Source: an optimization exercise on an open RTL-to-GDS flow (aim: small area, a short achievable clock period and few clock cycles per item). Production flows keep margins and buffers that such runs may drop.
RTL that was checked went through simulation tests only; none was proved equivalent to the original.
Power figures rest on the tool's default switching activity, not on a simulated workload.

## P
==> flow/design.v (excerpt) <==
module fm_frontend_top (
    input  logic                 clock,
    input  logic                 i_rst_n,
    input  logic                 i_in_wr_en,
    input  fm_sample_pkg::byte_t i_in_din,
    output logic                 o_in_full,
    input  logic                 i_out_rd_en,
    output fm_sample_pkg::iq_t   o_out_iq,
    output logic                 o_out_empty
);
    localparam int TAPS = 20;
    localparam int RING = 4 * (TAPS - 1);
    logic       full_q;          
    logic       fresh_q;         
    logic       sv_q;            
    logic [1:0] nl_q;            
    logic [1:0] ln_q;            
    logic [6:0] p_q;             
    logic       u_q;             
    logic       lr_q;            
    logic [4:0]      nm_q;
    logic [1:0]      nr_q;
    logic [TAPS-2:0] mask_q;
    logic [6:0]      p_n;
    logic [4:0]      nm_n;
    logic [TAPS-2:0] nt_n;           
    logic [1:0]      nr_n;
    logic            mc_n;
    logic [19:0] sum;
    logic [19:0] lo_q;           
    logic [27:0] pi_q;           
    logic [27:0] ori_q, orq_q;
    logic        ov_q;
    logic        accept, pop;
    logic [27:0] y;
    logic        land;
    logic        f00, f01, f10, f11, ring_ok;
    assign accept = i_in_wr_en && !full_q;
    assign pop    = i_out_rd_en && ov_q;
    assign p_n  = (accept || p_q == 7'(RING - 1)) ? 7'd0 : p_q + 7'd1;
    assign nr_n = nr_q + {1'b0, accept};
    assign nm_n = (accept && nr_q == 2'd3 && nm_q != 5'(TAPS - 1)) ? nm_q + 5'd1 : nm_q;
    for (genvar j = 0; j < TAPS - 1; j++) begin : g_nt
        assign nt_n[j] = (nm_n > 5'(j));
  ...
Size: roughly 1800 cells after synthesis, about 0.030 mm² of cells after synthesis.
==> module fm_frontend_top, before the edit <==
module fm_frontend_top (
    input  logic                 clock,
    input  logic                 i_rst_n,
    input  logic                 i_in_wr_en,
    input  fm_sample_pkg::byte_t i_in_din,
    output logic                 o_in_full,
    input  logic                 i_out_rd_en,
    output fm_sample_pkg::iq_t   o_out_iq,
    output logic                 o_out_empty
);
    localparam int TAPS = 20;
    localparam int RING = 4 * (TAPS - 1);
    logic       full_q;          
    logic       fresh_q;         
    logic       sv_q;            
    logic [1:0] nl_q;            
    logic [1:0] ln_q;            
    logic [6:0] p_q;             
    logic       u_q;             
    logic       lr_q;            
    logic [4:0]      nm_q;
    logic [1:0]      nr_q;
    logic [TAPS-2:0] mask_q;
    logic [6:0]      p_n;
    logic [4:0]      nm_n;
    logic [TAPS-2:0] nt_n;           
    logic [1:0]      nr_n;
    logic            mc_n;
    logic [19:0] sum;
    logic [19:0] lo_q;           
    logic [27:0] pi_q;           
    logic [27:0] ori_q, orq_q;
    logic        ov_q;
    logic        accept, pop;
    logic [27:0] y;
    logic        land;
    logic        f00, f01, f10, f11, ring_ok;
    assign accept = i_in_wr_en && !full_q;
    assign pop    = i_out_rd_en && ov_q;
    assign p_n  = (accept || p_q == 7'(RING - 1)) ? 7'd0 : p_q + 7'd1;
    assign nr_n = nr_q + {1'b0, accept};
    assign nm_n = (accept && nr_q == 2'd3 && nm_q != 5'(TAPS - 1)) ? nm_q + 5'd1 : nm_q;
    for (genvar j = 0; j < TAPS - 1; j++) begin : g_nt
        assign nt_n[j] = (nm_n > 5'(j));
    end
    assign mc_n = (p_n != 7'(RING - 1)) && (nr_n == 2'd3);
    channel_fir fir_inst (
        .clock  (clock),
        .i_take (accept),
        .i_din  (i_in_din),
        .i_mask (mask_q),
        .i_hi0  (lr_q),
        .i_hi1  (nl_q[0]),
        .i_hi   (ln_q[0]),
        .i_lo_hi(lo_q[19:8]),
        .o_sum  (sum)
    );
    assign y    = {sum, lo_q[7:0]};
    assign land = sv_q && (ln_q == 2'd3);
    assign ring_ok = fresh_q || (p_q == 7'(RING - 1));
    assign f00 = !ring_ok || (nl_q == 2'd3 && u_q);
    assign f01 = !ring_ok;
    assign f10 = (nl_q == 2'd2) && u_q;
    assign f11 = 1'b0;
    always_ff @(posedge clock) begin
        ln_q <= nl_q;
        if (sv_q && !ln_q[0]) lo_q <= sum;
        if (sv_q && ln_q == 2'd1) pi_q <= y;
        if (land) begin
            ori_q <= pi_q;
            orq_q <= y;
        end
    end
    always_ff @(posedge clock) begin
        if (!i_rst_n) begin
            full_q  <= 1'b0;
            fresh_q <= 1'b1;
            sv_q    <= 1'b0;
            nl_q    <= 2'd0;
            p_q     <= 7'd0;
            u_q     <= 1'b0;
            lr_q    <= 1'b0;
            nm_q    <= 5'd0;
            nr_q    <= 2'd0;
            mask_q  <= '0;
            ov_q    <= 1'b0;
        end else begin
            sv_q    <= accept;
            fresh_q <= fresh_q && !accept;
            if (accept) nl_q <= nl_q + 2'd1;
            p_q     <= p_n;
            if (accept && nl_q == 2'd3) u_q <= 1'b1;
            else if (pop) u_q <= 1'b0;
            full_q  <= accept ? (pop ? f11 : f10) : (pop ? f01 : f00);
            lr_q    <= accept ? nl_q[0] : !lr_q;
            nr_q    <= nr_n;
            nm_q    <= nm_n;
            mask_q  <= nt_n | ({nt_n[TAPS-3:0], 1'b1} & {(TAPS-1){mc_n}});
            if (land) ov_q <= 1'b1;
            else if (pop) ov_q <= 1'b0;
        end
    end
    assign o_in_full   = full_q;
    assign o_out_empty = !ov_q;
    assign o_out_iq    = {{3{ori_q[27]}}, {3{ori_q[26]}}, ori_q[25:0],
                          {3{orq_q[27]}}, {3{orq_q[26]}}, orq_q[25:0]};
endmodule
==> flow/config.mk <==
export PLATFORM = sky130hd
export DESIGN_NAME = fm_frontend_top
export DESIGN_NICKNAME = fm_frontend_top
export VERILOG_FILES = /design/flow/design.v
export SDC_FILE = /design/flow/constraint.sdc
export NUM_CORES = 4
export LEC_CHECK = 0
export CAP_MARGIN = 20
export CORE_MARGIN = 2
export CORE_UTILIZATION = 65
export CTS_BUF_LIST = sky130_fd_sc_hd__clkbuf_16
export CTS_CLUSTER_DIAMETER = 100
export CTS_CLUSTER_SIZE = 30
export PLACE_DENSITY = 0.8
export SLEW_MARGIN = 20
export SYNTH_HIERARCHICAL = 1
export SYNTH_MINIMUM_KEEP_SIZE = 0
==> flow/constraint.sdc <==
create_clock -name core_clock -period 12.0 [get_ports {clock}]
set_input_delay 2.4000 -clock core_clock [delete_from_list [all_inputs] [get_ports {clock}]]
set_output_delay 2.4000 -clock core_clock [all_outputs]
set_load 0.01 [all_outputs]
standard.sh (not shown) runs the stock make flow with config.mk's settings and CLKGATE_MAP_FILE= SYNTH_SCRIPT=/design/flow/synth_recipe.tcl, a recipe that flattens the netlist after the stock synthesis.
==> flow/flow/run.sh <==
#!/bin/bash
# The standard layout, with the port buffers the standard flow's flow inserts made
# from a plain buffer cell instead of the default pick (a delay buffer),
# and the timing repair steps aiming at a setup slack of 8.4 ns.
set -euo pipefail
bash standard.sh BUFFER_PORTS_ARGS="-buffer_cell sky130_fd_sc_hd__buf_2" SETUP_SLACK_MARGIN=8.4 finish > standard.log 2>&1
Testbench counts of P, summed over its fixed seeds: cycles 8,208, items 2,048.
Inputs modified between P and Q:
diff --git a/flow/design.v b/flow/design.v
--- a/flow/design.v
+++ b/flow/design.v
@@ -1147,15 +1147,15 @@
     logic [TAPS-2:0] nt_n;           
     logic [1:0]      nr_n;
     logic            mc_n;
     logic [19:0] sum;
     logic [19:0] lo_q;           
-    logic [27:0] pi_q;           
-    logic [27:0] ori_q, orq_q;
+    logic [26:0] pi_q;           
+    logic [26:0] ori_q, orq_q;
     logic        ov_q;
     logic        accept, pop;
-    logic [27:0] y;
+    logic [26:0] y;
     logic        land;
     logic        f00, f01, f10, f11, ring_ok;
     assign accept = i_in_wr_en && !full_q;
     assign pop    = i_out_rd_en && ov_q;
     assign p_n  = (accept || p_q == 7'(RING - 1)) ? 7'd0 : p_q + 7'd1;
@@ -1174,11 +1174,11 @@
         .i_hi1  (nl_q[0]),
         .i_hi   (ln_q[0]),
         .i_lo_hi(lo_q[19:8]),
         .o_sum  (sum)
     );
-    assign y    = {sum, lo_q[7:0]};
+    assign y    = {sum[18:0], lo_q[7:0]};
     assign land = sv_q && (ln_q == 2'd3);
     assign ring_ok = fresh_q || (p_q == 7'(RING - 1));
     assign f00 = !ring_ok || (nl_q == 2'd3 && u_q);
     assign f01 = !ring_ok;
     assign f10 = (nl_q == 2'd2) && u_q;
@@ -1221,9 +1221,8 @@
             else if (pop) ov_q <= 1'b0;
         end
     end
     assign o_in_full   = full_q;
     assign o_out_empty = !ov_q;
-    assign o_out_iq    = {{3{ori_q[27]}}, {3{ori_q[26]}}, ori_q[25:0],
-                          {3{orq_q[27]}}, {3{orq_q[26]}}, orq_q[25:0]};
+    assign o_out_iq    = {{5{ori_q[26]}}, ori_q, {5{orq_q[26]}}, orq_q};
 endmodule
 `default_nettype wire
## What came out
Q finished all stages; the layout is clean. ~same multiplexer fraction of the synthesized cell area in Q and P. From P to Q the numbers moved as follows: final core utilization now sits lower, number of diodes now sits higher, count of fill cells added during filler insertion now sits lower, part of the total power dissipated in combinational logic now sits lower. The maximum single-stage delay on the critical path of Q and that of P are within noise of each other. Taking P as the reference, in Q relative contribution of the clock network to total power increased by 0.3 points relative to the old numbers, worst setup skew after layout increased 0.017 ns, number of distinct standard cells referenced by the synthesized netlist +8.8%. On gate count of the mapped netlist, Q and P are neck and neck. In the flow results for Q and P, the met1 wire length is larger on Q. P has a lower minimum clock period after layout than Q. Compared with P, in Q total number of sequential cells shrank by 0.33%; leakage power of the design grew by 0.41%.
No functional check of the RTL was part of Q.

* * *

Another version of the RTL of fm_frontend_top (not shown whole).
For scale: roughly 1800 cells after synthesis, ~0.030 sq mm of cells after synthesis.
==> module fm_frontend_top, before the edit <==
module fm_frontend_top (
    input  logic                 clock,
    input  logic                 i_rst_n,
    input  logic                 i_in_wr_en,
    input  fm_sample_pkg::byte_t i_in_din,
    output logic                 o_in_full,
    input  logic                 i_out_rd_en,
    output fm_sample_pkg::iq_t   o_out_iq,
    output logic                 o_out_empty
);
    localparam int TAPS = 20;
    localparam int RING = 4 * (TAPS - 1);
    logic       full_q;          
    logic       fresh_q;         
    logic       sv_q;            
    logic [7:0] s_q;
    logic [1:0] nl_q;            
    logic [1:0] ln_q;            
    logic [6:0] p_q;             
    logic       u_q;             
    logic       lr_q;            
    logic [4:0]      nm_q;
    logic [1:0]      nr_q;
    logic [TAPS-2:0] mask_q;
    logic [6:0]      p_n;
    logic [4:0]      nm_n;
    logic [TAPS-2:0] nt_n;           
    logic [1:0]      nr_n;
    logic            mc_n;
    logic [19:0] sum;
    logic [19:0] lo_q;           
    logic [27:0] pi_q;           
    logic [27:0] ori_q, orq_q;
    logic        ov_q;
    logic        accept, pop;
    logic [27:0] y;
    logic        land;
    logic        f00, f01, f10, f11, ring_ok;
    assign accept = i_in_wr_en && !full_q;
    assign pop    = i_out_rd_en && ov_q;
    assign p_n  = (sv_q || accept || p_q == 7'(RING - 1)) ? 7'd0 : p_q + 7'd1;
    assign nr_n = nr_q + {1'b0, sv_q};
    assign nm_n = (sv_q && nr_q == 2'd3 && nm_q != 5'(TAPS - 1)) ? nm_q + 5'd1 : nm_q;
    for (genvar j = 0; j < TAPS - 1; j++) begin : g_nt
        assign nt_n[j] = (nm_n > 5'(j));
    end
    assign mc_n = (p_n == 7'(RING - 1)) ? (nr_n == 2'd3)
                : (p_n == 7'(RING - 2)) ? 1'b0
                : nr_n[1];
    channel_fir fir_inst (
        .clock  (clock),
        .i_sv   (sv_q),
        .i_s    (s_q),
        .i_din  (i_in_din),
        .i_mask (mask_q),
        .i_hi0  (!lr_q),
        .i_hi1  (nl_q[0]),
        .i_hi   (ln_q[0]),
        .i_lo_hi(lo_q[19:8]),
        .o_sum  (sum)
    );
    assign y    = {sum, lo_q[7:0]};
    assign land = sv_q && (ln_q == 2'd3);
    assign ring_ok = fresh_q || (!sv_q && p_q == 7'(RING - 2));
    assign f00 = !ring_ok || (nl_q == 2'd3 && u_q);
    assign f01 = !ring_ok;
    assign f10 = (nl_q == 2'd2) && u_q;
    assign f11 = 1'b0;
    always_ff @(posedge clock) begin
        s_q  <= i_in_din;
        ln_q <= nl_q;
        if (sv_q && !ln_q[0]) lo_q <= sum;
        if (sv_q && ln_q == 2'd1) pi_q <= y;
        if (land) begin
            ori_q <= pi_q;
            orq_q <= y;
        end
    end
    always_ff @(posedge clock) begin
        if (!i_rst_n) begin
            full_q  <= 1'b0;
            fresh_q <= 1'b1;
            sv_q    <= 1'b0;
            nl_q    <= 2'd0;
            p_q     <= 7'd0;
            u_q     <= 1'b0;
            lr_q    <= 1'b0;
            nm_q    <= 5'd0;
            nr_q    <= 2'd0;
            mask_q  <= '0;
            ov_q    <= 1'b0;
        end else begin
            sv_q    <= accept;
            fresh_q <= fresh_q && !accept;
            if (accept) nl_q <= nl_q + 2'd1;
            p_q     <= p_n;
            if (accept && nl_q == 2'd3) u_q <= 1'b1;
            else if (pop) u_q <= 1'b0;
            full_q  <= accept ? (pop ? f11 : f10) : (pop ? f01 : f00);
            lr_q    <= sv_q ? ln_q[0] : !lr_q;
            nr_q    <= nr_n;
            nm_q    <= nm_n;
            mask_q  <= nt_n | ({nt_n[TAPS-3:0], 1'b1} & {(TAPS-1){mc_n}});
            if (land) ov_q <= 1'b1;
            else if (pop) ov_q <= 1'b0;
        end
    end
    assign o_in_full   = full_q;
    assign o_out_empty = !ov_q;
    assign o_out_iq    = {{3{ori_q[27]}}, {3{ori_q[26]}}, ori_q[25:0],
                          {3{orq_q[27]}}, {3{orq_q[26]}}, orq_q[25:0]};
endmodule
export LEC_CHECK = 0
export CAP_MARGIN = 20
export CORE_MARGIN = 2
export CORE_UTILIZATION = 40
export CTS_BUF_LIST = sky130_fd_sc_hd__clkbuf_16
export CTS_CLUSTER_DIAMETER = 100
export CTS_CLUSTER_SIZE = 30
export SLEW_MARGIN = 20
export SYNTH_HIERARCHICAL = 1
export SYNTH_MINIMUM_KEEP_SIZE = 0
create_clock -name core_clock -period 12.0 [get_ports {clock}]
Scripts as last shown in full above: flow/flow/run.sh
The baseline ran to the end with no violations.
Rerun with:
--- a/flow/design.v
+++ b/flow/design.v
@@ -1140,33 +1140,30 @@
     logic [1:0] ln_q;            
     logic [6:0] p_q;             
     logic       u_q;             
     logic       lr_q;            
-    logic [4:0]      nm_q;
+    logic       hi_q;            
+    logic [TAPS-2:0] nt_q;
     logic [1:0]      nr_q;
     logic [TAPS-2:0] mask_q;
     logic [6:0]      p_n;
-    logic [4:0]      nm_n;
-    logic [TAPS-2:0] nt_n;           
+    logic [TAPS-2:0] nt_n;
     logic [1:0]      nr_n;
     logic            mc_n;
     logic [19:0] sum;
     logic [19:0] lo_q;           
-    logic [27:0] pi_q;           
-    logic [27:0] ori_q, orq_q;
+    logic [26:0] pi_q;           
+    logic [26:0] ori_q, orq_q;
     logic        ov_q;
     logic        accept, pop;
-    logic [27:0] y;
+    logic [26:0] y;
     logic        land;
     logic        f00, f01, f10, f11, ring_ok;
     assign accept = i_in_wr_en && !full_q;
     assign pop    = i_out_rd_en && ov_q;
     assign p_n  = (sv_q || accept || p_q == 7'(RING - 1)) ? 7'd0 : p_q + 7'd1;
     assign nr_n = nr_q + {1'b0, sv_q};
-    assign nm_n = (sv_q && nr_q == 2'd3 && nm_q != 5'(TAPS - 1)) ? nm_q + 5'd1 : nm_q;
-    for (genvar j = 0; j < TAPS - 1; j++) begin : g_nt
-        assign nt_n[j] = (nm_n > 5'(j));
-    end
+    assign nt_n = (sv_q && nr_q == 2'd3) ? {nt_q[TAPS-3:0], 1'b1} : nt_q;
     assign mc_n = (p_n == 7'(RING - 1)) ? (nr_n == 2'd3)
                 : (p_n == 7'(RING - 2)) ? 1'b0
                 : nr_n[1];
     channel_fir fir_inst (
@@ -1176,13 +1173,13 @@
         .i_din  (i_in_din),
         .i_mask (mask_q),
         .i_hi0  (!lr_q),
         .i_hi1  (nl_q[0]),
-        .i_hi   (ln_q[0]),
+        .i_hi   (hi_q),
         .i_lo_hi(lo_q[19:8]),
         .o_sum  (sum)
     );
-    assign y    = {sum, lo_q[7:0]};
+    assign y    = {sum[18:0], lo_q[7:0]};
     assign land = sv_q && (ln_q == 2'd3);
     assign ring_ok = fresh_q || (!sv_q && p_q == 7'(RING - 2));
     assign f00 = !ring_ok || (nl_q == 2'd3 && u_q);
     assign f01 = !ring_ok;
@@ -1190,8 +1187,9 @@
     assign f11 = 1'b0;
     always_ff @(posedge clock) begin
         s_q  <= i_in_din;
         ln_q <= nl_q;
+        hi_q <= nl_q[0];
         if (sv_q && !ln_q[0]) lo_q <= sum;
         if (sv_q && ln_q == 2'd1) pi_q <= y;
         if (land) begin
             ori_q <= pi_q;
@@ -1206,9 +1204,9 @@
             nl_q    <= 2'd0;
             p_q     <= 7'd0;
             u_q     <= 1'b0;
             lr_q    <= 1'b0;
-            nm_q    <= 5'd0;
+            nt_q    <= '0;
             nr_q    <= 2'd0;
             mask_q  <= '0;
             ov_q    <= 1'b0;
         end else begin
@@ -1220,16 +1218,15 @@
             else if (pop) u_q <= 1'b0;
             full_q  <= accept ? (pop ? f11 : f10) : (pop ? f01 : f00);
             lr_q    <= sv_q ? ln_q[0] : !lr_q;
             nr_q    <= nr_n;
-            nm_q    <= nm_n;
+            nt_q    <= nt_n;
             mask_q  <= nt_n | ({nt_n[TAPS-3:0], 1'b1} & {(TAPS-1){mc_n}});
             if (land) ov_q <= 1'b1;
             else if (pop) ov_q <= 1'b0;
         end
     end
     assign o_in_full   = full_q;
     assign o_out_empty = !ov_q;
-    assign o_out_iq    = {{3{ori_q[27]}}, {3{ori_q[26]}}, ori_q[25:0],
-                          {3{orq_q[27]}}, {3{orq_q[26]}}, orq_q[25:0]};
+    assign o_out_iq    = {{5{ori_q[26]}}, ori_q, {5{orq_q[26]}}, orq_q};
 endmodule
 `default_nettype wire
Non-clock buffer count fell by 2.
Area after synthesis climbs slightly.
Via count is lower slightly.
Synthesized cell count stays the same.
Setup slack gets worse by 0.018 ns.
Die area is higher slightly.
Sequential power is about the same.
Testbench counts after the change, summed over its fixed seeds: cycles 8,208, items 2,048.
No functional check of the RTL was part of the first run of this note.

## what the ideal ports hide
The results above use ideal ports. As a check the final layouts listed here were re-extracted and re-timed, cells and wires unchanged. Step 1 assumes that a clkbuf_16 drives the clock port and a buf_2 every other input. Step 2 times the ports against the registers' clock, not the clock port: input delays grow and output delays shrink by t, the midpoint of the rising clock arrivals with the driver on. Slacks: no drivers / after step 1 / after step 2; pairs: no drivers / after step 1.
| run | shift t [ns] | setup slack, ns | worst hold slack (ns) |
|---|---|---|---|
| P | 0.635 | 8.376 / 8.320 / 7.905 | 0.330 / 0.330 / 0.330 |
| Q | 0.645 | 8.345 / 8.289 / 7.927 | 0.323 / 0.323 / 0.323 |
| the first run of note 2 | 0.657 | 8.398 / 8.337 / 7.980 | 0.325 / 0.325 / 0.325 |
| the second run of note 2 | 0.645 | 8.380 / 8.320 / 7.901 | 0.319 / 0.319 / 0.319 |
After both steps every run listed still meets setup and hold. The setup slack of the second run of note 2, which loses most, moves by -0.060 ns with the drivers and by -0.479 ns with both steps.
